Background: an optimization exercise with open tools, aiming at small area. Do not read the settings as production practice.
In this exercise RTL edits were held to simulation tests only and were not proved equivalent to the original.

### design.v
`timescale 1ns/1ps
module minilab_top (
  input  logic        CLOCK_50,
  input  logic        KEY,
  input  logic [9:0]  SW,
  output logic        LEDR,
  output logic [6:0]  HEX0,
  output logic [6:0]  HEX1,
  output logic [6:0]  HEX2,
  output logic [6:0]  HEX3,
  output logic [6:0]  HEX4,
  output logic [6:0]  HEX5,
  output logic        mem_read,
  output logic [31:0] mem_address,
  input  logic [63:0] mem_readdata,
  input  logic        mem_readdatavalid,
  input  logic        mem_waitrequest
);
  localparam int RW = 19;
  logic       pass;       
  logic       is_b;       
  logic [2:0] row;        
  logic       req;        
  logic       wait_rsp;   
  logic [1:0] j;          
  logic       done;
  logic capture;
  assign capture = wait_rsp && mem_readdatavalid;
  always_ff @(posedge CLOCK_50 or negedge KEY) begin
    if (!KEY) begin
      pass     <= 1'b0;
      is_b     <= 1'b1;
      row      <= 3'd0;
      req      <= 1'b0;
      wait_rsp <= 1'b0;
      j        <= 2'd0;
      done     <= 1'b0;
    end else begin
      if (req && !mem_waitrequest) begin
        req      <= 1'b0;
        wait_rsp <= 1'b1;
      end
      if (capture) begin
        wait_rsp <= 1'b0;
        if (is_b) begin
          is_b <= 1'b0;
          req  <= 1'b1;
        end else begin
          j <= 2'd1;
        end
      end
      if (j != 2'd0) j <= j + 2'd1;
      if (j == 2'd3) begin
        row <= row + 3'd1;
        if (row == 3'd7) begin
          if (pass) begin
            done <= 1'b1;
          end else begin
            pass <= 1'b1;
            is_b <= 1'b1;
            req  <= 1'b1;
          end
        end else begin
          req <= 1'b1;
        end
      end
      if (!req && !wait_rsp && is_b && !pass && j == 2'd0) req <= 1'b1;
    end
  end
  assign mem_read    = req;
  assign mem_address = is_b ? 32'd0 : {28'd0, 1'b0, row} + 32'd1;
  assign LEDR        = done;
  logic [31:0] h;
  assign h = pass ? mem_readdata[31:0] : mem_readdata[63:32];
  logic [31:0] b_q;
  always_ff @(posedge CLOCK_50) begin
    if (capture && is_b) b_q <= h;
  end
  logic [7:0] a_q [3];
  always_ff @(posedge CLOCK_50) begin
    if (j == 2'd0) begin
      a_q[0] <= h[23:16];
      a_q[1] <= h[15:8];
    end else begin
      a_q[0] <= a_q[1];
      a_q[1] <= a_q[2];
    end
    a_q[2] <= h[7:0];
  end
  logic [7:0] op_a;
  logic [7:0] op_b;
  assign op_a = (j == 2'd0) ? h[31:24] : a_q[0];
  assign op_b = b_q[31 - 8*j -: 8];
  logic [RW-1:0] res [8];
  logic [2:0]    sel_idx;
  logic [RW-1:0] sel;
  logic [RW-1:0] base;
  logic [RW-1:0] sum;
  logic [15:0]   prod;
  logic          we;
  assign sel_idx = done ? SW[3:1] : row;
  assign sel     = res[sel_idx];
  assign base    = (!pass && j == 2'd0) ? '0 : sel;
  assign prod    = op_a * op_b;
  assign sum     = base + RW'(prod);
  assign we      = (capture && !is_b) || (j != 2'd0);
  always_ff @(posedge CLOCK_50) begin
    for (int i = 0; i < 8; i++) begin
      if (we && row == 3'(i)) res[i] <= sum;
    end
  end
  function automatic logic [6:0] seg_of(input logic [3:0] nib);
    case (nib)
      4'h0:    seg_of = 7'b1000000;
      4'h1:    seg_of = 7'b1111001;
      4'h2:    seg_of = 7'b0100100;
      4'h3:    seg_of = 7'b0110000;
      4'h4:    seg_of = 7'b0011001;
      4'h5:    seg_of = 7'b0010010;
      4'h6:    seg_of = 7'b0000010;
      4'h7:    seg_of = 7'b1111000;
      4'h8:    seg_of = 7'b0000000;
      4'h9:    seg_of = 7'b0011000;
      4'ha:    seg_of = 7'b0001000;
      4'hb:    seg_of = 7'b0000011;
      4'hc:    seg_of = 7'b1000110;
      4'hd:    seg_of = 7'b0100001;
      4'he:    seg_of = 7'b0000110;
      default: seg_of = 7'b0001110;
    endcase
  endfunction
  logic        show;
  logic [23:0] shown;
  assign show  = done && SW[0];
  assign shown = {5'd0, sel};
  assign HEX0 = show ? seg_of(shown[3:0])   : 7'b1111111;
  assign HEX1 = show ? seg_of(shown[7:4])   : 7'b1111111;
  assign HEX2 = show ? seg_of(shown[11:8])  : 7'b1111111;
  assign HEX3 = show ? seg_of(shown[15:12]) : 7'b1111111;
  assign HEX4 = show ? seg_of(shown[19:16]) : 7'b1111111;
  assign HEX5 = show ? seg_of(shown[23:20]) : 7'b1111111;
endmodule
### run.sh
#!/bin/bash
# synth_recipe.tcl (not shown) runs the flow's synth.tcl, then flattens the netlist and writes it again
# the make line also repeats each setting of config.mk as NAME=value (left out here)
make -C /OpenROAD-flow-scripts/flow DESIGN_CONFIG=/design/flow/config.mk WORK_HOME=/design/flow/orfs CLKGATE_MAP_FILE= SYNTH_SCRIPT=/design/flow/synth_recipe.tcl finish
### config.mk
export PLATFORM = sky130hd
export DESIGN_NAME = minilab_top
export DESIGN_NICKNAME = minilab_top
export VERILOG_FILES = /design/flow/design.v
export SDC_FILE = /design/flow/constraint.sdc
export NUM_CORES = 4
export LEC_CHECK = 0
export CAP_MARGIN = 20
export CORE_MARGIN = 2
export CORE_UTILIZATION = 40
export SLEW_MARGIN = 20
### constraint.sdc
create_clock -name core_clock -period 8.0 [get_ports {CLOCK_50}]
set_input_delay 1.6000 -clock core_clock [delete_from_list [all_inputs] [get_ports {CLOCK_50}]]
set_output_delay 1.6000 -clock core_clock [all_outputs]
set_load 0.01 [all_outputs]
==> results of run 1 <==
## flip-flops by register name (all words and copies together) (netlist names)
name,flops
a_q,24
res,152
req,1
wait_rsp,1
pass,1
is_b,1
j,2
row,3
done,1
b_q,32
## through the flow
| step | util (%) | hold WS (ns) | setup WS (ns) | instances |
|---|---|---|---|---|
| after detailed placement | 47.0 | 0.441 | 0.151 | 1779 |
| after global routing | 49.2 | 0.463 | 0.291 | 1822 |
| after CTS | 49.2 | 0.458 | 0.670 | 1822 |
| after floorplan | - | 0.434 | 1.23 | 1212 |
| final | 49.2 | 0.453 | 0.672 | 1822 |
| after global placement | 47.0 | 0.438 | 0.197 | 1779 |
## cell type report
class,count,area [um^2],share of cell area (%)
clock buffer,32,651,4.05
clock inverter,11,83.8,0.522
timing repair buffer,205,1860,11.6
inverter,127,477,2.97
sequential,218,6260,39.0
tap,442,553,3.45
multi-input combinational,787,6170,38.4
## logic make-up (layout without fill, tap and decap cells)
logic type	count (synthesis)	count (layout)	share of synthesized area (%)
xor gates and xnor gates	15	15	0.989
muxes	96	96	8.01
DFF	218	218	47.1
other	2	29	0.0565
and+or+nand+nor	298	298	10.2
buffers and inverters	207	375	7.23
adders and majority gates	124	124	14.5
AOI/OAI and AO/OA	225	225	11.9
## path summary, 6_finish.rpt
path,to,slack (ns)
max,res[4][17]$_DFFE_PP_,0.67
max reg2reg,res[2][18]$_DFFE_PP_,1.08
min,a_q[0][2]$_DFF_P_,0.45
min reg2reg,a_q[0][2]$_DFF_P_,0.45
max in group asynchronous,is_b$_DFF_PN1_,6.26
min in group asynchronous,row[2]$_DFFE_PN0P_,1.40
## layout by cell type, fill, tap and decap left out, types with 9 or more instances in the layout
| cell type | netlist | layout |
|---|---|---|
| clkinv_1 | 3 | 9 |
| o21ai_0 | 43 | 42 |
| a21o_1 | 10 | 10 |
| inv_1 | 124 | 124 |
| a221o_1 | 9 | 9 |
| clkdlybuf4s50_1 | 0 | 118 |
| and3_1 | 13 | 13 |
| edfxtp_1 | 184 | 184 |
| dfxtp_1 | 24 | 24 |
| o22ai_1 | 10 | 10 |
| fa_1 | 50 | 50 |
| nand2_1 | 92 | 92 |
| nand3_1 | 17 | 17 |
| buf_4 | 36 | 85 |
| nand2b_1 | 21 | 21 |
| clkbuf_16 | 0 | 24 |
| o211ai_1 | 14 | 14 |
| nor2b_1 | 15 | 15 |
| nor2_1 | 102 | 102 |
| a21oi_1 | 51 | 51 |
| mux2_2 | 52 | 52 |
| conb_1 | 2 | 29 |
| nor3_1 | 11 | 11 |
| mux2i_1 | 39 | 39 |
| xnor2_1 | 12 | 12 |
| ha_1 | 74 | 74 |
## metal layers
metal  track usage, %  vias up  wire length (um)
met4             5.07        0               801
met5                0        -                 0
li1                 -     4501                 -
met2             35.5      238             16700
met3             2.67       49              1630
met1             24.7     4522             14200
==> flow_metrics.py, run 1 <==
metrics = {
    "logic_synthesis": {
        "synth.most_common_cell": "edfxtp_1",
        "synth_cell_types": 82,
        "ys_ff_latch": 218,
        "synth_warnings": 3,
        "syn_area_mm2": 0.0133,
        "synth_top_flop_cell": "edfxtp_1",
        "synth_cells": 1185,
        "synth.area.top_cells": "edfxtp_1, fa_1, ha_1",
        "avgSynthCellArea_um2": 11.2,
        "yosysTopAreaCell": "edfxtp_1",
        "ys_seq_area_share_pct": 47.1,
        "synth-edff-count": 184,
        "synthArstFlopShare_pct": 4.59,
        "synth_commonest_cells": "edfxtp_1, inv_1, nor2_1",
        "yosys.area.top_type_share_pct": 41.6,
    },
    "worst_setup_path": {
        "critPathBufInv": 6,
        "crit_family": "adder cells",
        "rr_startpoint": "j[0]$_DFFE_PN0P_",
        "r2r_cells": 23,
        "startpoint_type": "input pin",
        "worst-setup-path-type": "input pin to register",
        "crit_fanout": 8,
        "cpPeakStageDelay_ns": 0.57,
        "startpoint": "SW[3]",
        "crit_required_ns": 8.22,
        "crit_path_top_delay_cell": "xnor2_1",
        "critical_path_depth": 25,
        "crit_arrival_ns": 7.55,
        "endpoint_kind": "register",
    },
    "routing": {
        "wl_per_cell_um": 18.3,
        "drt-pass1-iter-count": 5,
        "wirelength_mm": 33.3,
        "first_iter_violations": 581,
        "drc_errors": 0,
        "avgViaCountPerCell": 5.11,
        "num_vias": 9310,
        "ant_nets": 0,
    },
    "placed_design": {
        "place_area_mm2": 0.0153,
        "dpl.hpwl_mm": 24.8,
        "gp_congestion": 0.857,
        "io_buffers": 118,
    },
    "worst_hold_path": {
        "whs_path_depth": 1,
        "hp-start": "a_q[1][2]$_DFF_P_",
        "hold_class": "register to register",
    },
    "sta": {
        "maxSlewViolCount": 0,
        "layout_min_cycle_time_ns": 7.33,
        "finalSetupTns_ns": 0,
        "max_freq_mhz": 136,
        "rsz0062_at_grt": "false",
        "fin_skew_ns": 0.00873,
        "worst_slew_pin_slew_ns": 0.952,
        "setup_viol": 0,
        "hold_viol_final": 0,
        "fin_crit_sh_pct": 91.6,
        "slew_headroom_pct": 36.0,
    },
    "clocking": {
        "clk_latency_ns": 0.52,
        "path_clk_slew_ns": 0.06,
        "cts_buffers": 24,
        "cts-root-buf": "clkbuf_16",
        "cts_resized": 0,
        "cts_max_level": 1,
        "cts_tree": "done",
        "clk_path_buf_depth": 3,
        "cts_hold_buf": 0,
        "post_cts_buffers": 0,
        "cts.sinks": 218,
    },
    "global_routing": {
        "globalRouteTotalUtil_pct": 19.6,
        "antenna_found_initial": 0,
        "grt_pass1_vias": 9332,
        "grt_pass1_wl_mm": 51.8,
        "grt_max_degree": 35,
        "gr-total-overflow": 0,
    },
    "finish": {
        "area_delta_synth_final_pct": 20.8,
        "antennaDiodeCount": 0,
        "fin_area_mm2": 0.0161,
        "fin_nets": 1565,
        "fill_cells": 2956,
        "drive_gt1_share_pct": 13.9,
    },
    "status": {
        "status": "timing/DRC/antenna clean",
    },
    "floorplan": {
        "io-pin-count": 154,
        "row_count": 66,
        "core-area_mm2": 0.0326,
        "die_area_mm2": 0.0347,
        "die_h_um": 186,
        "die_w_um": 186,
        "start_util_pct": 40.7,
    },
    "job": {
        "maxCapViolations": 0,
    },
}
==> run 2: changes to the inputs <==
--- a/design.v
+++ b/design.v
@@ -22,7 +22,7 @@
   logic [2:0] row;        
   logic       req;        
   logic       wait_rsp;   
-  logic [1:0] j;          
+  logic [2:0] j;          
   logic       done;
   logic capture;
   assign capture = wait_rsp && mem_readdatavalid;
@@ -33,7 +33,7 @@
       row      <= 3'd0;
       req      <= 1'b0;
       wait_rsp <= 1'b0;
-      j        <= 2'd0;
+      j        <= 3'd0;
       done     <= 1'b0;
     end else begin
       if (req && !mem_waitrequest) begin
@@ -46,11 +46,11 @@
           is_b <= 1'b0;
           req  <= 1'b1;
         end else begin
-          j <= 2'd1;
+          j <= 3'd1;
         end
       end
-      if (j != 2'd0) j <= j + 2'd1;
-      if (j == 2'd3) begin
+      if (j != 3'd0) j <= j + 3'd1;
+      if (j == 3'd7) begin
         row <= row + 3'd1;
         if (row == 3'd7) begin
           if (pass) begin
@@ -64,7 +64,7 @@
           req <= 1'b1;
         end
       end
-      if (!req && !wait_rsp && is_b && !pass && j == 2'd0) req <= 1'b1;
+      if (!req && !wait_rsp && is_b && !pass && j == 3'd0) req <= 1'b1;
     end
   end
   assign mem_read    = req;
@@ -76,34 +76,35 @@
   always_ff @(posedge CLOCK_50) begin
     if (capture && is_b) b_q <= h;
   end
-  logic [7:0] a_q [3];
+  logic [3:0] a_q [7];
   always_ff @(posedge CLOCK_50) begin
-    if (j == 2'd0) begin
-      a_q[0] <= h[23:16];
-      a_q[1] <= h[15:8];
-    end else begin
-      a_q[0] <= a_q[1];
-      a_q[1] <= a_q[2];
+    for (int m = 0; m < 6; m++) begin
+      if (j == 3'd0) a_q[m] <= h[27-4*m -: 4];
+      else           a_q[m] <= a_q[m+1];
     end
-    a_q[2] <= h[7:0];
+    a_q[6] <= h[3:0];
   end
-  logic [7:0] op_a;
+  logic [3:0] op_a;
   logic [7:0] op_b;
-  assign op_a = (j == 2'd0) ? h[31:24] : a_q[0];
-  assign op_b = b_q[31 - 8*j -: 8];
+  logic       hi;
+  assign op_a = (j == 3'd0) ? h[31:28] : a_q[0];
+  assign op_b = b_q[31 - 8*j[2:1] -: 8];
+  assign hi   = !j[0];
   logic [RW-1:0] res [8];
   logic [2:0]    sel_idx;
   logic [RW-1:0] sel;
   logic [RW-1:0] base;
   logic [RW-1:0] sum;
-  logic [15:0]   prod;
+  logic [11:0]   prod;
+  logic [15:0]   addend;
   logic          we;
   assign sel_idx = done ? SW[3:1] : row;
   assign sel     = res[sel_idx];
-  assign base    = (!pass && j == 2'd0) ? '0 : sel;
+  assign base    = (!pass && j == 3'd0) ? '0 : sel;
   assign prod    = op_a * op_b;
-  assign sum     = base + RW'(prod);
-  assign we      = (capture && !is_b) || (j != 2'd0);
+  assign addend = hi ? {prod, 4'd0} : {4'd0, prod};
+  assign sum     = base + RW'(addend);
+  assign we      = (capture && !is_b) || (j != 3'd0);
   always_ff @(posedge CLOCK_50) begin
     for (int i = 0; i < 8; i++) begin
       if (we && row == 3'(i)) res[i] <= sum;
--- a/config.mk
+++ b/config.mk
@@ -8,4 +8,6 @@
 export CAP_MARGIN = 20
 export CORE_MARGIN = 2
 export CORE_UTILIZATION = 40
+export CTS_BUF_LIST = sky130_fd_sc_hd__clkbuf_2 sky130_fd_sc_hd__clkbuf_4 sky130_fd_sc_hd__clkbuf_8
+export GPL_TIMING_DRIVEN = 0
 export SLEW_MARGIN = 20
==> flow_metrics.py, run 2 <==
metrics = {
    "worst_hold_path": {
        "hp-start": "a_q[5][3]$_DFF_P_",
        "hold_class": "register to register",
        "min_to": "a_q[4][3]$_DFF_P_",
        "whs_path_depth": 1,
    },
    "clocking": {
        "cts.sinks": 223,
        "clk_latency_ns": 0.54,
        "clk_path_buf_depth": 3,
        "cts-root-buf": "clkbuf_8",
        "post_cts_buffers": 0,
        "path_clk_slew_ns": 0.06,
        "cts_buffers": 36,
        "cts_resized": 0,
        "cts_max_level": 2,
        "cts_tree": "done",
        "cts_hold_buf": 0,
    },
    "worst_setup_path": {
        "crit_arrival_ns": 7.72,
        "cpPeakStageDelay_ns": 0.55,
        "rr_startpoint": "j[1]$_DFFE_PN0P_",
        "endpoint_kind": "register",
        "r2r_end": "res[5][17]$_DFFE_PP_",
        "worst-setup-path-type": "register to register",
        "r2r_cells": 27,
        "cpMostUsedCell": "o21ai_0",
        "crit_family": "adder cells",
        "startpoint_type": "register",
        "crit_path_top_delay_cell": "fa_1",
        "crit_required_ns": 8.29,
        "crit_fanout": 10,
        "reg2reg_slack_ns": 0.56,
        "critPathBufInv": 5,
    },
    "routing": {
        "num_vias": 9083,
        "wirelength_mm": 32.3,
        "first_iter_violations": 638,
        "ant_nets": 0,
        "wl_per_cell_um": 19.0,
        "drt-pass1-iter-count": 5,
        "avgViaCountPerCell": 5.35,
        "drc_errors": 0,
    },
    "logic_synthesis": {
        "ys_seq_area_share_pct": 50.6,
        "synth_commonest_cells": "edfxtp_1, nor2_1, nand2_1",
        "syn_area_mm2": 0.0126,
        "yosys.area.top_type_share_pct": 43.9,
        "synth.most_common_cell": "edfxtp_1",
        "synth-edff-count": 184,
        "yosysTopAreaCell": "edfxtp_1",
        "synth_top_flop_cell": "edfxtp_1",
        "synth.area.top_cells": "edfxtp_1, mux2_2, ha_1",
        "avgSynthCellArea_um2": 11.5,
        "synth_cells": 1097,
        "ys_ff_latch": 223,
        "synth_cell_types": 75,
        "synth_warnings": 3,
        "synthArstFlopShare_pct": 4.93,
    },
    "floorplan": {
        "io-pin-count": 154,
        "row_count": 64,
        "start_util_pct": 40.9,
        "die_w_um": 181,
        "die_area_mm2": 0.0329,
        "die_h_um": 181,
        "core-area_mm2": 0.0307,
    },
    "finish": {
        "drive_gt1_share_pct": 18.3,
        "multi_input_area_mm2": 0.00562,
        "fill_cells": 2781,
        "regArea_mm2": 0.00636,
        "final_common_cell": "edfxtp_1",
        "fin_nets": 1436,
        "final_cell_mix": "edfxtp_1, clkdlybuf4s50_1, nor2_1",
        "largest_reg_flops": 152,
        "regMostFlops": "res",
        "area_delta_synth_final_pct": 19.9,
        "antennaDiodeCount": 0,
        "final_util_pct": 49.0,
        "reg_top3": "res: 152 flops, b_q: 32 flops, a_q: 28 flops",
    },
    "sta": {
        "worst_slack_ns": 0.564,
        "worst_slew_pin_slew_ns": 1.13,
        "fin_hold_ws_ns": 0.453,
        "fin_crit_sh_pct": 93.0,
        "fin_skew_ns": 0.0306,
        "maxSlewViolCount": 0,
        "max_freq_mhz": 134,
        "rsz0062_at_grt": "false",
        "layout_min_cycle_time_ns": 7.44,
        "slew_headroom_pct": 25.0,
        "setup_viol": 0,
        "hold_viol_final": 0,
        "finalSetupTns_ns": 0,
    },
    "global_routing": {
        "gr-total-overflow": 0,
        "grt_max_degree": 34,
        "grt_pass1_vias": 9067,
        "globalRouteTotalUtil_pct": 19.5,
        "antenna_found_initial": 0,
        "grt_pass1_wl_mm": 50.2,
    },
    "job": {
        "maxCapViolations": 0,
    },
    "placed_design": {
        "io_buffers": 116,
        "gp_congestion": 0.874,
        "pre_cts_slack_ns": -0.0701,
        "dpl.hpwl_mm": 23.2,
    },
    "status": {
        "status": "timing/DRC/antenna clean",
    },
}
run 2: routing by layer:
metal / GRT usage [%] / share of wire [%]
met2: 34.7 / 49
met3: 3.06 / 6.0
met4: 5.59 / 2.3
met5: 0 / 0
met1: 24.6 / 43
run 2: metrics by stage:
stage / instance area (um^2) / cells
6_report: 15100 / 1697
5_1_grt: 15100 / 1697
4_1_cts: 15100 / 1698
3_5_place_dp: 14300 / 1636
3_3_place_gp: 14300 / 1636
2_1_floorplan: 12700 / 1124
run 2: cells by family after synthesis:
| family | Yosys count | share of synthesized area (%) |
|---|---|---|
| other cells | 2 | 0.0597 |
| simple gates | 281 | 10.2 |
| mux | 111 | 10.0 |
| fa+ha+maj | 81 | 8.84 |
| flops | 223 | 50.6 |
| buf+inv | 142 | 5.76 |
| compound gates | 234 | 12.9 |
| xor+xnor | 23 | 1.60 |
run 2: area by class of cell:
| cell class | count | area share, % |
|---|---|---|
| plain buffers | 88 | 3.48 |
| clock buffers | 51 | 4.20 |
| clock inverters | 11 | 0.531 |
| inverters | 53 | 1.32 |
| multi-input cells | 759 | 37.3 |
| flip-flops and latches | 223 | 42.2 |
| well taps | 396 | 3.29 |
| repair buffers | 116 | 7.70 |
run 2: worst max path at each step:
stage               depth (start not counted)  slack (ns)              from                   end
global route                               27        0.11  j[1]$_DFFE_PN0P_  res[5][17]$_DFFE_PP_
finish                                     27        0.56  j[1]$_DFFE_PN0P_  res[5][17]$_DFFE_PP_
CTS                                        26        0.02  j[1]$_DFFE_PN0P_  res[5][17]$_DFFE_PP_
floorplan                                  21        1.40  mem_readdata[31]  res[0][17]$_DFFE_PP_
detailed placement                         23       -0.07  mem_readdata[31]  res[5][17]$_DFFE_PP_
global placement                           23       -0.04  mem_readdata[63]  res[5][17]$_DFFE_PP_
==> run 3: changes to the inputs <==
--- a/config.mk
+++ b/config.mk
@@ -8,6 +8,5 @@
 export CAP_MARGIN = 20
 export CORE_MARGIN = 2
 export CORE_UTILIZATION = 40
-export CTS_BUF_LIST = sky130_fd_sc_hd__clkbuf_2 sky130_fd_sc_hd__clkbuf_4 sky130_fd_sc_hd__clkbuf_8
 export GPL_TIMING_DRIVEN = 0
 export SLEW_MARGIN = 20
==> flow_metrics.py, run 3 <==
metrics = {
    "status": {
        "status": "timing/DRC/antenna clean",
    },
    "global_routing": {
        "globalRouteTotalUtil_pct": 19.3,
        "grt_pass1_wl_mm": 49.6,
        "antenna_found_initial": 0,
        "grt-busiest-layer": "met2",
        "grt_max_degree": 34,
        "grt_pass1_vias": 8885,
        "grtUsageMet1_pct": 24.8,
        "gr-total-overflow": 0,
        "met3_usage_pct": 2.40,
        "grt_util_met2_pct": 34.5,
    },
    "finish": {
        "final_common_cell": "edfxtp_1",
        "drive_gt1_share_pct": 16.3,
        "reg_top3": "res: 152 flops, b_q: 32 flops, a_q: 28 flops",
        "fin_nets": 1423,
        "largest_reg_flops": 152,
        "regMostFlops": "res",
        "antennaDiodeCount": 0,
        "area_delta_synth_final_pct": 19.6,
        "final_cell_mix": "edfxtp_1, clkdlybuf4s50_1, nor2_1",
        "fin_area_mm2": 0.0150,
    },
    "sta": {
        "setup_viol": 0,
        "layout_min_cycle_time_ns": 7.42,
        "rsz0062_at_grt": "false",
        "maxSlewViolCount": 0,
        "fin_crit_sh_pct": 92.8,
        "slew_headroom_pct": 26.3,
        "fin_hold_ws_ns": 0.450,
        "worst_slew_pin_slew_ns": 1.11,
        "worst_slack_ns": 0.575,
        "max_freq_mhz": 135,
        "finalSetupTns_ns": 0,
        "hold_viol_final": 0,
        "fin_skew_ns": 0.0149,
    },
    "routing": {
        "num_vias": 8904,
        "first_iter_violations": 666,
        "drc_errors": 0,
        "drt-pass1-iter-count": 6,
        "wirelength_mm": 32.0,
        "ant_nets": 0,
        "avgViaCountPerCell": 5.32,
        "wl_per_cell_um": 19.1,
    },
    "clocking": {
        "cts_buffers": 23,
        "cts-root-buf": "clkbuf_16",
        "clk_latency_ns": 0.50,
        "path_clk_slew_ns": 0.06,
        "cts.sinks": 223,
        "clk_path_buf_depth": 3,
        "post_cts_buffers": 0,
        "cts_tree": "done",
        "cts_max_level": 1,
    },
    "worst_setup_path": {
        "cpPeakStageDelay_ns": 0.53,
        "critPathBufInv": 4,
        "crit_arrival_ns": 7.62,
        "crit_fanout": 10,
        "endpoint_kind": "register",
        "cpMostUsedCell": "ha_1",
        "crit_path_top_delay_cell": "fa_1",
        "startpoint_type": "register",
        "crit_family": "adder cells",
        "worst-setup-path-type": "register to register",
        "crit_required_ns": 8.19,
    },
    "logic_synthesis": {
        "synth_commonest_cells": "edfxtp_1, nor2_1, nand2_1",
        "synth_top_flop_cell": "edfxtp_1",
        "synth_cell_types": 75,
        "synthArstFlopShare_pct": 4.93,
        "synth.area.top_cells": "edfxtp_1, mux2_2, ha_1",
        "avgSynthCellArea_um2": 11.5,
        "synth-edff-count": 184,
        "synth.most_common_cell": "edfxtp_1",
        "ys_ff_latch": 223,
        "synth_cells": 1097,
        "yosysTopAreaCell": "edfxtp_1",
        "yosys.area.top_type_share_pct": 43.9,
        "syn_area_mm2": 0.0126,
        "synth_warnings": 3,
        "ys_seq_area_share_pct": 50.6,
    },
    "floorplan": {
        "io-pin-count": 154,
        "die_h_um": 181,
        "core-area_mm2": 0.0307,
        "row_count": 64,
        "die_w_um": 181,
        "die_area_mm2": 0.0329,
        "start_util_pct": 40.9,
    },
    "placed_design": {
        "pre_cts_slack_ns": -0.0701,
        "place_area_mm2": 0.0143,
        "io_buffers": 116,
        "dpl.hpwl_mm": 23.2,
        "gp_congestion": 0.874,
    },
    "job": {
        "maxCapViolations": 0,
    },
    "worst_hold_path": {
        "hold_class": "register to register",
    },
}
## run 3: routing by layer
metal	vias up	wire length, um
met1	4285	13900
li1	4302	-
met2	281	15900
met5	-	0
met3	36	1570
met4	0	703
## run 3: cells by family after synthesis
kind of cell,after synthesis,synth area share (%)
AOI/OAI and AO/OA,234,12.9
xor gates and xnor gates,23,1.60
adders and majority gates,81,8.84
buffers and inverters,142,5.76
DFF,223,50.6
muxes,111,10.0
other,2,0.0597
and+or+nand+nor,281,10.2
## run 3: cell type report
| cell class | instances | area [um^2] |
|---|---|---|
| sequential | 223 | 6360 |
| clock buffer | 36 | 654 |
| fill | 2760 | 15700 |
| timing repair buffer | 116 | 1160 |
| buffer | 88 | 524 |
| multi-input combinational | 759 | 5620 |
| clock inverter | 4 | 20.0 |
| inverter | 53 | 199 |
| tap | 396 | 495 |
## run 3: path summary, 6_finish.rpt
| path | startpoint | end | slack (ns) | cells past startpoint |
|---|---|---|---|---|
| min | a_q[3][1]$_DFF_P_ | a_q[2][1]$_DFF_P_ | 0.45 | 1 |
| min reg2reg | a_q[3][1]$_DFF_P_ | a_q[2][1]$_DFF_P_ | 0.45 | 1 |
| max | j[1]$_DFFE_PN0P_ | res[1][18]$_DFFE_PP_ | 0.58 | 26 |
| max in group asynchronous | KEY | is_b$_DFF_PN1_ | 6.21 | 1 |
| min in group asynchronous | KEY | j[2]$_DFFE_PN0P_ | 1.43 | 1 |
| max reg2reg | j[1]$_DFFE_PN0P_ | res[1][18]$_DFFE_PP_ | 0.58 | 26 |
## run 3: worst register-to-register path, stage by stage (launching register included)
cell	delay, ns
dfrtp_1	0.36
clkbuf_2	0.26
inv_1	0.15
ha_1	0.51
nor2b_1	0.18
clkbuf_1	0.36
a21oi_1	0.29
or2_2	0.38
fa_1	0.53
inv_1	0.05
fa_1	0.49
ha_1	0.31
a21o_1	0.17
a21oi_1	0.24
o21ai_0	0.16
a21boi_0	0.20
o21bai_1	0.11
xnor2_1	0.28
mux2i_1	0.21
ha_1	0.43
nand2_1	0.07
o21ai_0	0.22
and4_1	0.23
a31oi_1	0.08
a2111oi_2	0.37
xor2_1	0.33
nor2_2	0.14
## run 3: per-stage QoR
| stage | utilization (%) | std cells |
|---|---|---|
| global placement | 46.6 | 1636 |
| floorplan | - | 1124 |
| global route | 48.9 | 1675 |
| detailed placement | 46.6 | 1636 |
| CTS | 48.8 | 1676 |
| finish | 48.9 | 1675 |
## run 3: what timing repair did
action | CTS | global route
hold buffers | 0 | 0
resized for setup | 0 | 8
endpoints found under the setup margin | 0 | 72
==> run 4: changes to the inputs <==
==> flow/run.sh (new file) <==
#!/bin/bash
cp standard.sh standard_sh_copy.log
cp config.mk config_copy.log
export BUFFER_PORTS_ARGS="-buffer_cell sky130_fd_sc_hd__buf_1"
export CTS_ARGS="-sink_clustering_enable -repair_clock_nets -dont_use_dummy_load"
bash standard.sh > standard_run.log 2>&1
==> standard.sh (new file) <==
#!/bin/bash
# synth_recipe.tcl (not shown) runs the flow's synth.tcl, then flattens the netlist and writes it again
# the make line also repeats each setting of config.mk as NAME=value (left out here)
make -C /OpenROAD-flow-scripts/flow DESIGN_CONFIG=/design/flow/config.mk WORK_HOME=/design/flow/orfs CLKGATE_MAP_FILE= SYNTH_SCRIPT=/design/flow/synth_recipe.tcl "${@:-finish}"
removed: run.sh
==> flow_metrics.py, run 4 <==
metrics = {
    "status": {
        "status": "timing/DRC/antenna clean",
    },
    "logic_synthesis": {
        "yosys.area.top_type_share_pct": 43.9,
        "synth_cell_types": 75,
        "avgSynthCellArea_um2": 11.5,
        "synth-edff-count": 184,
        "synth.area.top_cells": "edfxtp_1, mux2_2, ha_1",
        "syn_area_mm2": 0.0126,
        "yosysTopAreaCell": "edfxtp_1",
        "ys_seq_area_share_pct": 50.6,
        "ys_ff_latch": 223,
        "synth_commonest_cells": "edfxtp_1, nor2_1, nand2_1",
        "synth_top_flop_cell": "edfxtp_1",
        "synth_cells": 1097,
        "synth_warnings": 3,
        "synthArstFlopShare_pct": 4.93,
        "synth.most_common_cell": "edfxtp_1",
    },
    "routing": {
        "ant_nets": 0,
        "drc_errors": 0,
        "wl_per_cell_um": 19.0,
        "avgViaCountPerCell": 5.36,
        "num_vias": 8882,
        "wirelength_mm": 31.6,
        "drt-pass1-iter-count": 5,
        "first_iter_violations": 623,
    },
    "job": {
        "maxCapViolations": 0,
    },
    "global_routing": {
        "grt_pass1_vias": 8805,
        "grt_pass1_wl_mm": 49.6,
        "gr-total-overflow": 0,
        "grt_max_degree": 34,
        "globalRouteTotalUtil_pct": 19.2,
        "antenna_found_initial": 0,
    },
    "placed_design": {
        "io_buffers": 116,
        "place_area_mm2": 0.0136,
        "pre_cts_slack_ns": 0.0593,
        "dpl.hpwl_mm": 22.7,
        "gp_congestion": 0.845,
    },
    "clocking": {
        "post_cts_buffers": 0,
        "clk_latency_ns": 0.50,
        "cts-root-buf": "clkbuf_16",
        "cts_tree": "done",
        "cts_max_level": 1,
        "clk_path_buf_depth": 3,
        "cts.sinks": 223,
        "path_clk_slew_ns": 0.06,
        "cts_buffers": 23,
    },
    "worst_setup_path": {
        "critPathBufInv": 4,
        "crit_family": "adder cells",
        "crit_fanout": 10,
        "worst-setup-path-type": "register to register",
        "cpPeakStageDelay_ns": 0.54,
        "crit_required_ns": 8.25,
        "crit_path_top_delay_cell": "fa_1",
        "crit_arrival_ns": 7.53,
        "startpoint_type": "register",
        "endpoint_kind": "register",
    },
    "finish": {
        "drive_gt1_share_pct": 16.0,
        "antennaDiodeCount": 0,
        "largest_reg_flops": 152,
        "final_cell_mix": "edfxtp_1, buf_1, nor2_1",
        "fin_area_mm2": 0.0142,
        "fin_nets": 1423,
        "fill_cells": 2868,
        "final_common_cell": "edfxtp_1",
        "regMostFlops": "res",
        "final_util_pct": 46.2,
        "area_delta_synth_final_pct": 13.0,
        "reg_top3": "res: 152 flops, b_q: 32 flops, a_q: 28 flops",
    },
    "worst_hold_path": {
        "hold_class": "register to register",
    },
    "sta": {
        "worst_slew_pin_slew_ns": 1.15,
        "hold_viol_final": 0,
        "max_freq_mhz": 137,
        "maxSlewViolCount": 0,
        "layout_min_cycle_time_ns": 7.28,
        "fin_hold_ws_ns": 0.432,
        "worst_slack_ns": 0.724,
        "slew_headroom_pct": 23.0,
        "rsz0062_at_grt": "false",
        "fin_skew_ns": 0.0175,
        "fin_crit_sh_pct": 91.0,
        "setup_viol": 0,
        "finalSetupTns_ns": 0,
    },
    "floorplan": {
        "die_h_um": 181,
        "io-pin-count": 154,
        "row_count": 64,
        "die_area_mm2": 0.0329,
        "core-area_mm2": 0.0307,
        "die_w_um": 181,
        "start_util_pct": 40.9,
    },
}
==> run 4: cell types whose count changed in the layout (fill, tap and decap cells not counted), sizes merged <==
cell	change
buf	+116
clkbuf	-13
clkinvlp	-1
clkdlybuf4s50	-116
clkinv	-3
==> run 4: final timing paths <==
path	to	startpoint	cells past startpoint	slack (ns)
worst min-delay path	a_q[4][0]$_DFF_P_	a_q[5][0]$_DFF_P_	1	0.43
worst min register to register	a_q[4][0]$_DFF_P_	a_q[5][0]$_DFF_P_	1	0.43
worst max register to register	res[6][17]$_DFFE_PP_	j[1]$_DFFE_PN0P_	25	0.72
max in group asynchronous	row[2]$_DFFE_PN0P_	KEY	1	6.47
worst max-delay path	res[6][17]$_DFFE_PP_	j[1]$_DFFE_PN0P_	25	0.72
min in group asynchronous	j[2]$_DFFE_PN0P_	KEY	1	1.10
==> run 4: repair_timing <==
| action | 4_1_cts | 5_1_grt |
|---|---|---|
| setup endpoints to repair | 0 | 68 |
| hold endpoints to repair | 0 | 0 |
| hold buffers | 0 | 0 |
| gates resized for setup | 0 | 9 |
==> run 4: routing by layer <==
layer / up-vias / global-route usage, % / part of all wire [%]
met5: - / 0 / 0
met4: 0 / 4.65 / 2.1
met3: 47 / 2.16 / 5.2
met2: 306 / 33.9 / 48
met1: 4229 / 25.3 / 44
li1: 4300 / - / -
==> run 4: cells by family after synthesis <==
group,share of synthesized area [%]
XOR/XNOR,1.60
AO/OA/AOI/OAI,12.9
buffers and inverters,5.76
AND/OR/NAND/NOR,10.2
other,0.0597
multiplexers,10.0
adder cells (fa/ha/maj),8.84
flip-flops,50.6
==> run 4: metrics by stage <==
step,instances
floorplan,1124
global placement,1636
detailed placement,1636
CTS,1659
global route,1658
finish,1658
==> run 4: area by class of cell <==
type / count / area, um^2 / area share, %
Tap cell: 396 / 495 / 3.49
Sequential cell: 223 / 6360 / 44.8
Inverter: 53 / 199 / 1.40
Buffer: 88 / 524 / 3.69
Clock buffer: 23 / 576 / 4.05
Multi-Input combinational cell: 759 / 5620 / 39.5
Timing Repair Buffer: 116 / 435 / 3.06
==> run 5: changes to the inputs <==
--- a/design.v
+++ b/design.v
@@ -54,7 +54,7 @@
         row <= row + 3'd1;
         if (row == 3'd7) begin
           if (pass) begin
-            done <= 1'b1;
+            is_b <= 1'b1;
           end else begin
             pass <= 1'b1;
             is_b <= 1'b1;
@@ -64,6 +64,7 @@
           req <= 1'b1;
         end
       end
+      if (pass && is_b && !req && !wait_rsp) done <= 1'b1;
       if (!req && !wait_rsp && is_b && !pass && j == 3'd0) req <= 1'b1;
     end
   end
@@ -97,17 +98,27 @@
   logic [RW-1:0] sum;
   logic [11:0]   prod;
   logic [15:0]   addend;
-  logic          we;
-  assign sel_idx = done ? SW[3:1] : row;
+  logic [11:0]   p_q;
+  logic          hi_q;
+  logic          we_q;
+  logic          zero_q;
+  logic [2:0]    row_q;
+  assign prod = op_a * op_b;
+  always_ff @(posedge CLOCK_50) begin
+    p_q    <= prod;
+    hi_q   <= hi;
+    we_q   <= (capture && !is_b) || (j != 3'd0);
+    zero_q <= !pass && j == 3'd0;
+    row_q  <= row;
+  end
+  assign sel_idx = done ? SW[3:1] : row_q;
   assign sel     = res[sel_idx];
-  assign base    = (!pass && j == 3'd0) ? '0 : sel;
-  assign prod    = op_a * op_b;
-  assign addend = hi ? {prod, 4'd0} : {4'd0, prod};
+  assign base    = zero_q ? '0 : sel;
+  assign addend  = hi_q ? {p_q, 4'd0} : {4'd0, p_q};
   assign sum     = base + RW'(addend);
-  assign we      = (capture && !is_b) || (j != 3'd0);
   always_ff @(posedge CLOCK_50) begin
     for (int i = 0; i < 8; i++) begin
-      if (we && row == 3'(i)) res[i] <= sum;
+      if (we_q && row_q == 3'(i)) res[i] <= sum;
     end
   end
   function automatic logic [6:0] seg_of(input logic [3:0] nib);
==> flow/run.sh (replaced) <==
#!/bin/bash
# Layout flow: the standard flow (standard.sh) with these changes:
#  - synthesis maps logic with yosys's default (area-oriented) ABC script,
#    without ORFS's half/full-adder extraction, Kogge-Stone adder map or pass-through output
#    buffers (flow/my_synth.tcl); registers are mapped
#    exactly as in the standard synthesis;
#  - port buffers use the smallest buffer cell;
#  - clock tree: clkbuf_8 leaf clusters, no dummy loads.
# Each tool's output goes to flow_run.log (make) and ORFS's own logs.
set -euo pipefail
HERE=$(pwd)
sed "s|SYNTH_SCRIPT=[^ ]*|SYNTH_SCRIPT=$HERE/flow/my_synth.tcl|" standard.sh > my_standard.sh
export BUFFER_PORTS_ARGS="-buffer_cell sky130_fd_sc_hd__buf_1"
export CTS_ARGS="-sink_clustering_enable -repair_clock_nets -dont_use_dummy_load -buf_list sky130_fd_sc_hd__clkbuf_8 -sink_clustering_size 20 -sink_clustering_max_diameter 50"
export MY_ABC_D=8000
bash my_standard.sh ADDER_MAP_FILE= SYNTH_OPERATIONS_ARGS=-noshare SYNTH_INSBUF=0 finish > flow_run.log 2>&1
==> flow/my_synth.tcl (new file) <==
# synth_recipe.tcl with an area-oriented ABC mapping: the default yosys ABC
# script in place of ORFS's speed script. Everything else (front end,
# register mapping, flatten and renames) is the same as the standard flow's.
proc synth {args} { yosys synth -nofsm -noshare {*}$args }
proc abc {args} {
  set keep {}
  set i 0
  while {$i < [llength $args]} {
    set a [lindex $args $i]
    if {$a eq "-script" || $a eq "-constr" || $a eq "-D"} {
      incr i 2
      continue
    }
    lappend keep $a
    incr i
  }
  if {[info exists ::env(MY_ABC_D)] && $::env(MY_ABC_D) ne ""} {
    lappend keep -D $::env(MY_ABC_D)
  }
  yosys abc {*}$keep
}
source $::env(SCRIPTS_DIR)/synth.tcl
# left out here: clear keep_hierarchy, flatten, clean up, hide names made inside functions, write 1_2_yosys.v
--- a/config.mk
+++ b/config.mk
@@ -7,6 +7,6 @@
 export LEC_CHECK = 0
 export CAP_MARGIN = 20
 export CORE_MARGIN = 2
-export CORE_UTILIZATION = 40
+export CORE_UTILIZATION = 60
 export GPL_TIMING_DRIVEN = 0
 export SLEW_MARGIN = 20
==> flow_metrics.py, run 5 <==
metrics = {
    "logic_synthesis": {
        "synth_top_flop_cell": "edfxtp_1",
        "ys_ff_latch": 241,
        "synth_cell_types": 52,
        "synthArstFlopShare_pct": 4.56,
        "synth_warnings": 3,
        "yosysTopAreaCell": "edfxtp_1",
        "syn_area_mm2": 0.0108,
        "avgSynthCellArea_um2": 12.6,
        "ys_seq_area_share_pct": 62.0,
        "synth.most_common_cell": "edfxtp_1",
        "synth_commonest_cells": "edfxtp_1, nor2_1, nand2_1",
        "yosys.area.top_type_share_pct": 50.9,
        "synth_cells": 862,
        "synth-edff-count": 184,
        "synth.area.top_cells": "edfxtp_1, dfxtp_1, mux2_1",
    },
    "worst_setup_path": {
        "critPathBufInv": 2,
        "crit_required_ns": 8.27,
        "crit_arrival_ns": 8.08,
        "worstPathCellList": "buf_1 > mux2_4 > nor3_4 > a222oi_1 > a311o_1 > maj3_2 > maj3_1 > maj3_1 > maj3_1 > maj3_2 > maj3_2 > maj3_2 > maj3_2 > maj3_2 > maj3_2 > maj3_2 > and3b_1 > o31ai_1 > a21boi_2 > o211ai_1 > xnor2_2 > buf_4",
        "crit_family": "adder cells",
        "startpoint_type": "input pin",
        "endpoint_kind": "register",
        "crit_fanout": 8,
        "crit_path_top_delay_cell": "a311o_1",
        "worst-setup-path-type": "input pin to register",
        "cpMostUsedCell": "maj3_2",
        "cpPeakStageDelay_ns": 0.42,
    },
    "floorplan": {
        "die_area_mm2": 0.0192,
        "row_count": 49,
        "die_h_um": 138,
        "io-pin-count": 154,
        "die_w_um": 138,
        "core-area_mm2": 0.0178,
        "start_util_pct": 60.8,
    },
    "sta": {
        "layout_min_cycle_time_ns": 7.81,
        "worst_slew_pin_slew_ns": 1.15,
        "hold_viol_final": 0,
        "finalSetupTns_ns": 0,
        "fin_skew_ns": 0.0511,
        "setup_viol": 0,
        "max_freq_mhz": 128,
        "fin_crit_sh_pct": 97.7,
        "maxSlewViolCount": 0,
        "slew_headroom_pct": 23.3,
    },
    "finish": {
        "final_cell_mix": "edfxtp_1, buf_1, nand2_1",
        "finalNonFillerCells": 1288,
        "antennaDiodeCount": 0,
        "multi_input_area_mm2": 0.00442,
        "fill_cells": 1314,
        "drive_gt1_share_pct": 8.78,
        "final_util_pct": 70.3,
        "area_delta_synth_final_pct": 15.6,
        "fin_nets": 1139,
        "reg_top3": "res: 152 flops, b_q: 32 flops, a_q: 28 flops",
        "regArea_mm2": 0.00672,
        "final_common_cell": "edfxtp_1",
        "regMostFlops": "res",
        "largest_reg_flops": 152,
    },
    "job": {
        "maxCapViolations": 0,
    },
    "global_routing": {
        "grt_max_degree": 37,
        "grt_pass1_wl_mm": 40.3,
        "grtUsageMet1_pct": 34.3,
        "antenna_found_initial": 0,
        "grt_util_met2_pct": 46.4,
        "grt_pass1_vias": 7301,
        "grt-busiest-layer": "met2",
        "met3_usage_pct": 3.08,
        "gr-total-overflow": 0,
        "globalRouteTotalUtil_pct": 26.7,
    },
    "routing": {
        "drc_errors": 0,
        "wl_per_cell_um": 20.0,
        "wirelength_mm": 25.8,
        "num_vias": 7806,
        "first_iter_violations": 642,
        "drt-pass1-iter-count": 5,
        "avgViaCountPerCell": 6.06,
        "ant_nets": 0,
    },
    "placed_design": {
        "gp_congestion": 0.829,
        "dpl.hpwl_mm": 16.7,
        "io_buffers": 118,
        "place_inst": 1249,
    },
    "clocking": {
        "path_clk_slew_ns": 0.11,
        "cts_hold_buf": 0,
        "cts-root-buf": "clkbuf_8",
        "cts_tree": "done",
        "clk_path_buf_depth": 3,
        "cts_buffers": 19,
        "clk_latency_ns": 0.54,
        "cts_max_level": 1,
        "cts.sinks": 241,
    },
    "status": {
        "status": "timing/DRC/antenna clean",
    },
    "worst_hold_path": {
        "hold_class": "register to register",
    },
}
[run 5: cell count changes in the layout (fill, tap and decap cells not counted), sizes merged, moves of 18 or more]
cell	change
a222oi	+20
xnor2	+24
mux2i	-18
buf	-27
a22oi	+33
inv	-52
nor2	-25
ha	-68
dfxtp	+18
clkbuf	-30
mux2	-18
[run 5: final cells by class]
class | count | area share, %
inverter | 16 | 0.479
timing repair buffer | 151 | 6.29
multi-input combinational | 632 | 35.3
tap | 229 | 2.28
clock buffer | 19 | 2.08
sequential | 241 | 53.6
[run 5: worst paths after layout]
path / from / endpoint / slack (ns) / cells past startpoint
hold reg to reg: a_q[2][1]$_DFF_P_ / a_q[1][1]$_DFF_P_ / 0.42 / 1
setup reg to reg: done$_DFFE_PN0P_ / res[7][18]$_DFFE_PP_ / 0.56 / 21
max in group asynchronous: KEY / is_b$_DFF_PN1_ / 6.56 / 1
min in group asynchronous: KEY / row[1]$_DFFE_PN0P_ / 1.03 / 1
setup / recovery: SW[2] / res[7][18]$_DFFE_PP_ / 0.19 / 22
hold / removal: a_q[2][1]$_DFF_P_ / a_q[1][1]$_DFF_P_ / 0.42 / 1
[run 5: metal layers]
| metal | part of all wire (%) | wire length, um |
|---|---|---|
| met1 | 40 | 10200 |
| met2 | 49 | 12800 |
| met3 | 6.8 | 1750 |
| met4 | 4.2 | 1070 |
| met5 | 0 | 0 |
[run 5: stage by stage]
stage | cell area [um^2] | worst slack (ns) | hold WS [ns]
detailed placement | 12100 | -1.19 | 0.420
finish | 12500 | 0.187 | 0.420
floorplan | 11100 | 0.0530 | 0.409
global route | 12500 | -0.0164 | 0.443
global placement | 11800 | -1.11 | 0.417
CTS | 12500 | 0.0682 | 0.434
[run 5: worst register-to-register path, cell delays in order (launching register included)]
cell and delay, ns:
dfrtp_1 0.73, mux2_4 0.44, nor3_4 0.31, a222oi_1 0.17, a311o_1 0.42, maj3_2 0.35
maj3_1 0.39, maj3_1 0.41, maj3_1 0.41, maj3_2 0.35, maj3_2 0.34, maj3_2 0.35
maj3_2 0.34, maj3_2 0.35, maj3_2 0.34, maj3_2 0.36, and3b_1 0.25, o31ai_1 0.11
a21boi_2 0.23, o211ai_1 0.18, xnor2_2 0.19, buf_4 0.17
[run 5: cell families (layout without fill, tap and decap cells)]
kind of cell | after synthesis | count (layout) | synth area share, %
flip-flops | 241 | 241 | 62.0
other | 2 | 29 | 0.0692
AO/OA/AOI/OAI | 192 | 192 | 12.2
multiplexers | 74 | 74 | 7.55
XOR/XNOR | 64 | 64 | 5.17
adder cells (fa/ha/maj) | 16 | 16 | 1.48
AND/OR/NAND/NOR | 257 | 257 | 11.0
buffers and inverters | 16 | 186 | 0.554
[run 5: timing repair]
item	in CTS	in global routing
gates resized for setup	0	7
setup endpoints to repair	48	24
setup buffers	15	5
pin swaps	8	8
==> run 6: changes to the inputs <==
--- a/flow/run.sh
+++ b/flow/run.sh
@@ -11,6 +11,6 @@
 HERE=$(pwd)
 sed "s|SYNTH_SCRIPT=[^ ]*|SYNTH_SCRIPT=$HERE/flow/my_synth.tcl|" standard.sh > my_standard.sh
 export BUFFER_PORTS_ARGS="-buffer_cell sky130_fd_sc_hd__buf_1"
-export CTS_ARGS="-sink_clustering_enable -repair_clock_nets -dont_use_dummy_load -buf_list sky130_fd_sc_hd__clkbuf_8 -sink_clustering_size 20 -sink_clustering_max_diameter 50"
+export CTS_ARGS="-sink_clustering_enable -repair_clock_nets -dont_use_dummy_load -buf_list sky130_fd_sc_hd__clkbuf_8 -sink_clustering_size 16 -sink_clustering_max_diameter 60"
 export MY_ABC_D=8000
 bash my_standard.sh ADDER_MAP_FILE= SYNTH_OPERATIONS_ARGS=-noshare SYNTH_INSBUF=0 finish > flow_run.log 2>&1
--- a/config.mk
+++ b/config.mk
@@ -7,6 +7,6 @@
 export LEC_CHECK = 0
 export CAP_MARGIN = 20
 export CORE_MARGIN = 2
-export CORE_UTILIZATION = 60
+export CORE_UTILIZATION = 40
 export GPL_TIMING_DRIVEN = 0
 export SLEW_MARGIN = 20
==> flow_metrics.py, run 6 <==
metrics = {
    "routing": {
        "wl_per_cell_um": 18.6,
        "ant_nets": 0,
        "avgViaCountPerCell": 5.45,
        "first_iter_violations": 491,
        "num_vias": 7604,
        "drt-pass1-iter-count": 5,
        "drc_errors": 0,
        "wirelength_mm": 25.9,
    },
    "floorplan": {
        "start_util_pct": 40.5,
        "die_w_um": 169,
        "row_count": 60,
        "io-pin-count": 154,
        "die_area_mm2": 0.0285,
        "core-area_mm2": 0.0268,
        "die_h_um": 169,
    },
    "worst_hold_path": {
        "hold_class": "register to register",
        "whs_path_depth": 1,
    },
    "clocking": {
        "cts_max_level": 1,
        "cts-root-buf": "clkbuf_8",
        "clk_path_buf_depth": 3,
        "cts_hold_buf": 0,
        "cts_buffers": 20,
        "clk_latency_ns": 0.53,
        "cts_tree": "done",
        "cts.sinks": 241,
        "path_clk_slew_ns": 0.10,
    },
    "logic_synthesis": {
        "synth_cells": 862,
        "avgSynthCellArea_um2": 12.6,
        "synth.most_common_cell": "edfxtp_1",
        "synth_top_family_by_area": "compound AO/OA/AOI/OAI gates",
        "synth-edff-count": 184,
        "synth_top_flop_cell": "edfxtp_1",
        "synth_compound_area_share_pct": 12.2,
        "synth_commonest_cells": "edfxtp_1, nor2_1, nand2_1",
        "yosys.area_share.simple_pct": 11.0,
        "yosys.area.top_type_share_pct": 50.9,
        "synth-adder-area-share_pct": 1.48,
        "synth-xor-area-share_pct": 5.17,
        "syn_area_mm2": 0.0108,
        "yosysTopAreaCell": "edfxtp_1",
        "synth_warnings": 3,
        "synth.area.top_cells": "edfxtp_1, dfxtp_1, mux2_1",
        "synth_cell_types": 52,
        "synthMuxAreaShare_pct": 7.55,
        "ys_seq_area_share_pct": 62.0,
        "ys_ff_latch": 241,
        "synthArstFlopShare_pct": 4.56,
    },
    "finish": {
        "drive_gt1_share_pct": 8.06,
        "reg_top3": "res: 152 flops, b_q: 32 flops, a_q: 28 flops",
        "antennaDiodeCount": 0,
        "area_delta_synth_final_pct": 16.2,
        "largest_reg_flops": 152,
        "fin_nets": 1134,
        "final_common_cell": "edfxtp_1",
        "final_util_pct": 47.0,
        "final_cell_mix": "edfxtp_1, buf_1, nand2_1",
        "regMostFlops": "res",
    },
    "sta": {
        "rsz0062_at_grt": "false",
        "max_freq_mhz": 128,
        "setup_viol": 0,
        "fin_crit_sh_pct": 97.8,
        "maxSlewViolCount": 0,
        "slew_headroom_pct": 34.2,
        "worst_slew_pin_slew_ns": 0.987,
        "hold_viol_final": 0,
        "fin_skew_ns": 0.0660,
        "layout_min_cycle_time_ns": 7.82,
        "worst_slack_ns": 0.177,
    },
    "global_routing": {
        "globalRouteTotalUtil_pct": 18.0,
        "grt_pass1_vias": 7183,
        "grt_max_degree": 37,
        "antenna_found_initial": 0,
        "grt_pass1_wl_mm": 39.7,
        "gr-total-overflow": 0,
    },
    "placed_design": {
        "gp_congestion": 0.780,
        "pre_cts_slack_ns": -1.24,
        "io_buffers": 118,
        "dpl.hpwl_mm": 17.5,
    },
    "worst_setup_path": {
        "cpPeakStageDelay_ns": 0.47,
        "crit_family": "adder cells",
        "endpoint_kind": "register",
        "critPathBufInv": 2,
        "worst-setup-path-type": "input pin to register",
        "crit_fanout": 8,
        "startpoint_type": "input pin",
        "worstPathCellList": "buf_1 > mux2_4 > nor3_4 > a22oi_1 > a311o_1 > maj3_2 > maj3_1 > maj3_1 > maj3_1 > maj3_2 > maj3_2 > maj3_2 > maj3_2 > maj3_2 > maj3_2 > maj3_2 > and3b_1 > o31ai_1 > a21boi_2 > o211ai_1 > xnor2_2 > buf_4",
        "cpMostUsedCell": "maj3_2",
        "r2r_cells": 21,
        "crit_arrival_ns": 8.10,
        "critical_path_depth": 22,
        "crit_path_top_delay_cell": "maj3_1",
        "crit_required_ns": 8.28,
    },
    "status": {
        "status": "timing/DRC/antenna clean",
    },
    "job": {
        "maxCapViolations": 0,
    },
}
==> run 6: cell count changes in the layout (fill, tap and decap cells not counted) <==
| cell | change |
|---|---|
| o221ai_1 | +1 |
| a21oi_1 | +1 |
| a22oi_2 | -1 |
| buf_12 | +1 |
| and2_0 | -1 |
| clkbuf_8 | +1 |
| buf_4 | -3 |
| a22oi_1 | +1 |
| and2_1 | +1 |
| a21oi_2 | -1 |
| o221ai_2 | -1 |
| buf_16 | -2 |
| buf_6 | -2 |
==> run 6: worst paths after layout <==
| path | from | to | slack [ns] |
|---|---|---|---|
| setup / recovery | SW[3] | res[0][18]$_DFFE_PP_ | 0.18 |
| hold / removal | a_q[5][3]$_DFF_P_ | a_q[4][3]$_DFF_P_ | 0.40 |
| setup reg to reg | done$_DFFE_PN0P_ | res[0][18]$_DFFE_PP_ | 0.55 |
| hold reg to reg | a_q[5][3]$_DFF_P_ | a_q[4][3]$_DFF_P_ | 0.40 |
| max in group asynchronous | KEY | pass$_DFFE_PN0P_ | 6.51 |
| min in group asynchronous | KEY | j[2]$_DFFE_PN0P_ | 1.07 |
==> run 6: kinds of logic (layout without fill, tap and decap cells) <==
group / after synthesis / after routing
AND/OR/NAND/NOR: 257 / 257
flip-flops: 241 / 241
AO/OA/AOI/OAI: 192 / 192
multiplexers: 74 / 74
XOR/XNOR: 64 / 64
adder cells (fa/ha/maj): 16 / 16
buffers and inverters: 16 / 181
other: 2 / 29
==> run 6: worst reg2reg max path: stages, from the launching register on <==
cell	delay, ns
dfrtp_1	0.75
mux2_4	0.43
nor3_4	0.28
a22oi_1	0.12
a311o_1	0.40
maj3_2	0.34
maj3_1	0.39
maj3_1	0.41
maj3_1	0.47
maj3_2	0.37
maj3_2	0.34
maj3_2	0.36
maj3_2	0.35
maj3_2	0.34
maj3_2	0.34
maj3_2	0.35
and3b_1	0.25
o31ai_1	0.14
a21boi_2	0.27
o211ai_1	0.21
xnor2_2	0.18
buf_4	0.17
==> run 6: area by class of cell <==
class,count,area [um^2]
clock buffers,20,275
fillers,2433,14200
inverters,16,60.1
multi-input cells,632,4410
flip-flops and latches,241,6720
well taps,341,427
repair buffers,145,709
==> run 6: repair_timing <==
item                                    CTS  global route
endpoints found under the setup margin   48            24
buffers inserted                         14             1
resized for setup                         0             5
pin swaps                                 8             1
==> run 6: metal layers <==
layer  part of all wire, %  GRT usage (%)  vias to the layer above
li1                      -              -                     3662
met1                    44           23.7                     3669
met2                    48           31.0                      231
met3                   5.4           2.69                       42
met4                   2.5           4.87                        0
met5                     0              0                        -
==> run 6: per-stage QoR <==
| stage | hold WS, ns | instances | setup TNS [ns] | area [um^2] |
|---|---|---|---|---|
| 3_3_place_gp | 0.412 | 1348 | -47.82 | 12000 |
| 6_report | 0.397 | 1395 | 0 | 12600 |
| 3_5_place_dp | 0.420 | 1360 | -49.87 | 12200 |
| 5_1_grt | 0.420 | 1395 | 0 | 12600 |
| 4_1_cts | 0.411 | 1394 | 0 | 12600 |
| 2_1_floorplan | 0.409 | 889 | 0 | 11100 |
==> run 7: changes to the inputs <==
--- a/config.mk
+++ b/config.mk
@@ -5,8 +5,8 @@
 export SDC_FILE = /design/flow/constraint.sdc
 export NUM_CORES = 4
 export LEC_CHECK = 0
-export CAP_MARGIN = 20
+export CAP_MARGIN = 0
 export CORE_MARGIN = 2
-export CORE_UTILIZATION = 40
+export CORE_UTILIZATION = 50
 export GPL_TIMING_DRIVEN = 0
-export SLEW_MARGIN = 20
+export SLEW_MARGIN = 0
==> flow_metrics.py, run 7 <==
metrics = {
    "sta": {
        "worst_slack_ns": 0.230,
        "slew_headroom_pct": 14.4,
        "max_freq_mhz": 129,
        "worst_slew_pin_slew_ns": 1.28,
        "setup_viol": 0,
        "maxSlewViolCount": 0,
        "hold_viol_final": 0,
        "layout_min_cycle_time_ns": 7.77,
        "fin_hold_ws_ns": 0.428,
        "fin_skew_ns": 0.0661,
        "fin_crit_sh_pct": 97.1,
    },
    "placed_design": {
        "pre_cts_slack_ns": -1.15,
        "io_buffers": 118,
        "gp_congestion": 0.801,
        "place_inst": 1294,
        "place_area_mm2": 0.0121,
        "dpl.hpwl_mm": 17.4,
    },
    "routing": {
        "met3_length_mm": 1.64,
        "wl_met1_mm": 10.4,
        "top_layer_used": "met4",
        "avgViaCountPerCell": 5.69,
        "wl_per_cell_um": 19.3,
        "num_vias": 7555,
        "wirelength_mm": 25.6,
        "drc_errors": 0,
        "dr_wl_met2_mm": 13.2,
        "ant_nets": 0,
        "drt-pass1-iter-count": 6,
        "first_iter_violations": 486,
    },
    "logic_synthesis": {
        "avgSynthCellArea_um2": 12.6,
        "synth_commonest_cells": "edfxtp_1, nor2_1, nand2_1",
        "synth.area.top_cells": "edfxtp_1, dfxtp_1, mux2_1",
        "yosys.area.top_type_share_pct": 50.9,
        "syn_area_mm2": 0.0108,
        "synth_warnings": 3,
        "synth-edff-count": 184,
        "synth_cell_types": 52,
        "synth.most_common_cell": "edfxtp_1",
        "synthArstFlopShare_pct": 4.56,
        "ys_ff_latch": 241,
        "yosysTopAreaCell": "edfxtp_1",
        "ys_seq_area_share_pct": 62.0,
        "synth_cells": 862,
        "synth_top_flop_cell": "edfxtp_1",
    },
    "worst_setup_path": {
        "worst-setup-path-type": "input pin to register",
        "crit_arrival_ns": 8.08,
        "endpoint_kind": "register",
        "startpoint_type": "input pin",
        "crit_required_ns": 8.31,
        "crit_fanout": 8,
    },
    "clocking": {
        "cts-root-buf": "clkbuf_8",
        "cts_buffers": 19,
        "clk_path_buf_depth": 3,
        "path_clk_slew_ns": 0.09,
        "cts_max_level": 1,
        "cts_tree": "done",
        "cts.sinks": 241,
        "clk_latency_ns": 0.53,
    },
    "finish": {
        "antennaDiodeCount": 0,
        "drive_gt1_share_pct": 7.79,
        "fill_cells": 1746,
        "largest_reg_flops": 152,
        "fin_area_mm2": 0.0125,
        "area_delta_synth_final_pct": 15.3,
        "final_common_cell": "edfxtp_1",
        "fin_nets": 1132,
        "final_cell_mix": "edfxtp_1, buf_1, nand2_1",
        "regMostFlops": "res",
        "reg_top3": "res: 152 flops, b_q: 32 flops, a_q: 28 flops",
        "finalNonFillerCells": 1327,
    },
    "global_routing": {
        "grt_max_degree": 37,
        "gr-total-overflow": 0,
        "antenna_found_initial": 0,
        "grt_pass1_vias": 6920,
        "grt_pass1_wl_mm": 38.7,
        "globalRouteTotalUtil_pct": 22.2,
    },
    "job": {
        "maxCapViolations": 0,
    },
    "floorplan": {
        "die_w_um": 151,
        "die_area_mm2": 0.0229,
        "io-pin-count": 154,
        "row_count": 53,
        "start_util_pct": 51.3,
        "core-area_mm2": 0.0212,
        "die_h_um": 151,
    },
    "worst_hold_path": {
        "hold_class": "register to register",
    },
    "status": {
        "status": "timing/DRC/antenna clean",
    },
}
-- run 7: area by class of cell --
cell class                      count  area [um^2]  share of cell area [%]
Timing Repair Buffer              144          747                    5.97
Clock buffer                       19          262                    2.09
Multi-Input combinational cell    632         4370                    34.9
Sequential cell                   241         6720                    53.8
Tap cell                          275          344                    2.75
Inverter                           16         60.1                   0.480
-- run 7: final timing paths --
check                      cells after the start  slack (ns)              endpoint         startpoint
setup / recovery                              22        0.23  res[4][17]$_DFFE_PP_              SW[2]
hold / removal                                 1        0.43     a_q[3][3]$_DFF_P_  a_q[4][3]$_DFF_P_
setup reg to reg                              21        0.61  res[4][17]$_DFFE_PP_   done$_DFFE_PN0P_
hold reg to reg                                1        0.43     a_q[3][3]$_DFF_P_  a_q[4][3]$_DFF_P_
max in group asynchronous                      1        6.57      j[0]$_DFFE_PN0P_                KEY
min in group asynchronous                      1        1.03    row[2]$_DFFE_PN0P_                KEY
-- run 7: cell families after synthesis --
kind of cell	Yosys count	share of synthesized area [%]
and+or+nand+nor	257	11.0
muxes	74	7.55
xor gates and xnor gates	64	5.17
other	2	0.0692
DFF	241	62.0
AOI/OAI and AO/OA	192	12.2
buffers and inverters	16	0.554
adders and majority gates	16	1.48
-- run 7: layer usage --
metal,global-route usage (%),vias to the layer above
li1,-,3661
met1,28.9,3596
met2,40.9,271
met3,2.41,27
met4,3.22,0
met5,0,-
-- run 7: repair_timing --
action / 4_1_cts / 5_1_grt
gates resized for setup: 0 / 4
endpoints found under the setup margin: 48 / 23
cloned: 0 / 0
hold buffers: 0 / 0
pin swaps: 8 / 4
setup buffers: 13 / 1
-- run 7: stage by stage --
step                      util [%]  TNS [ns]
after floorplan                  -         0
after global placement        56.2    -44.44
after detailed placement      57.2    -46.40
after CTS                     58.9         0
after global routing          59.1    -0.359
final                         59.1         0
-- run 7: worst max-delay path, cell delays in order --
cell      delay [ns]
buf_1           0.10
mux2_4          0.35
nor3_4          0.29
a22oi_1         0.15
a311o_1         0.41
maj3_2          0.36
maj3_1          0.40
maj3_1          0.41
maj3_1          0.41
maj3_2          0.35
maj3_2          0.34
maj3_2          0.35
maj3_2          0.34
maj3_2          0.34
maj3_2          0.34
maj3_2          0.37
and3b_1         0.25
o31ai_1         0.11
a21boi_2        0.25
buf_4           0.15
o21ai_0         0.13
a21boi_4        0.27

==> re-timing with driven ports <==
How much do the figures lean on ideal ports? The routed layouts below were timed once more, with nothing changed but the port constraints. Step 1 sets driving cells, clkbuf_16 on the clock port and buf_2 on the other inputs (assumed; they add their load-dependent delay and slew). Step 2 also shifts input and output timing later by t, the mid clock arrival at the registers, as if the neighbouring blocks saw the same clock. a / b / c = ideal ports / drivers / drivers and shift; a / b = the first two.
run | t (ns) | setup slack, ns | worst register clock-pin slew, ns | worst data-port slew with drivers (ns) | cell pins on the clock port's net
run 1 | 0.565 | 0.672 / 0.696 / 0.131 | 0.06 / 0.06 | 0.04 | 1
run 2 | 0.568 | 0.564 / 0.564 / 0.059 | 0.06 / 0.06 | 0.05 | 1
run 3 | 0.546 | 0.575 / 0.575 / 0.098 | 0.06 / 0.06 | 0.05 | 1
run 4 | 0.534 | 0.724 / 0.724 / 0.480 | 0.06 / 0.06 | 0.05 | 1
run 5 | 0.553 | 0.187 / 0.207 / -0.346 | 0.11 / 0.11 | 0.03 | 1
run 6 | 0.539 | 0.177 / 0.179 / -0.360 | 0.10 / 0.10 | 0.05 | 1
run 7 | 0.534 | 0.230 / 0.247 / -0.287 | 0.10 / 0.10 | 0.03 | 1
Met with ideal ports but missed after step 2: setup timing in run 5, run 6 and run 7. The setup slack of run 1, which loses most, moves by +0.024 ns with the drivers and by -0.541 ns with both steps.
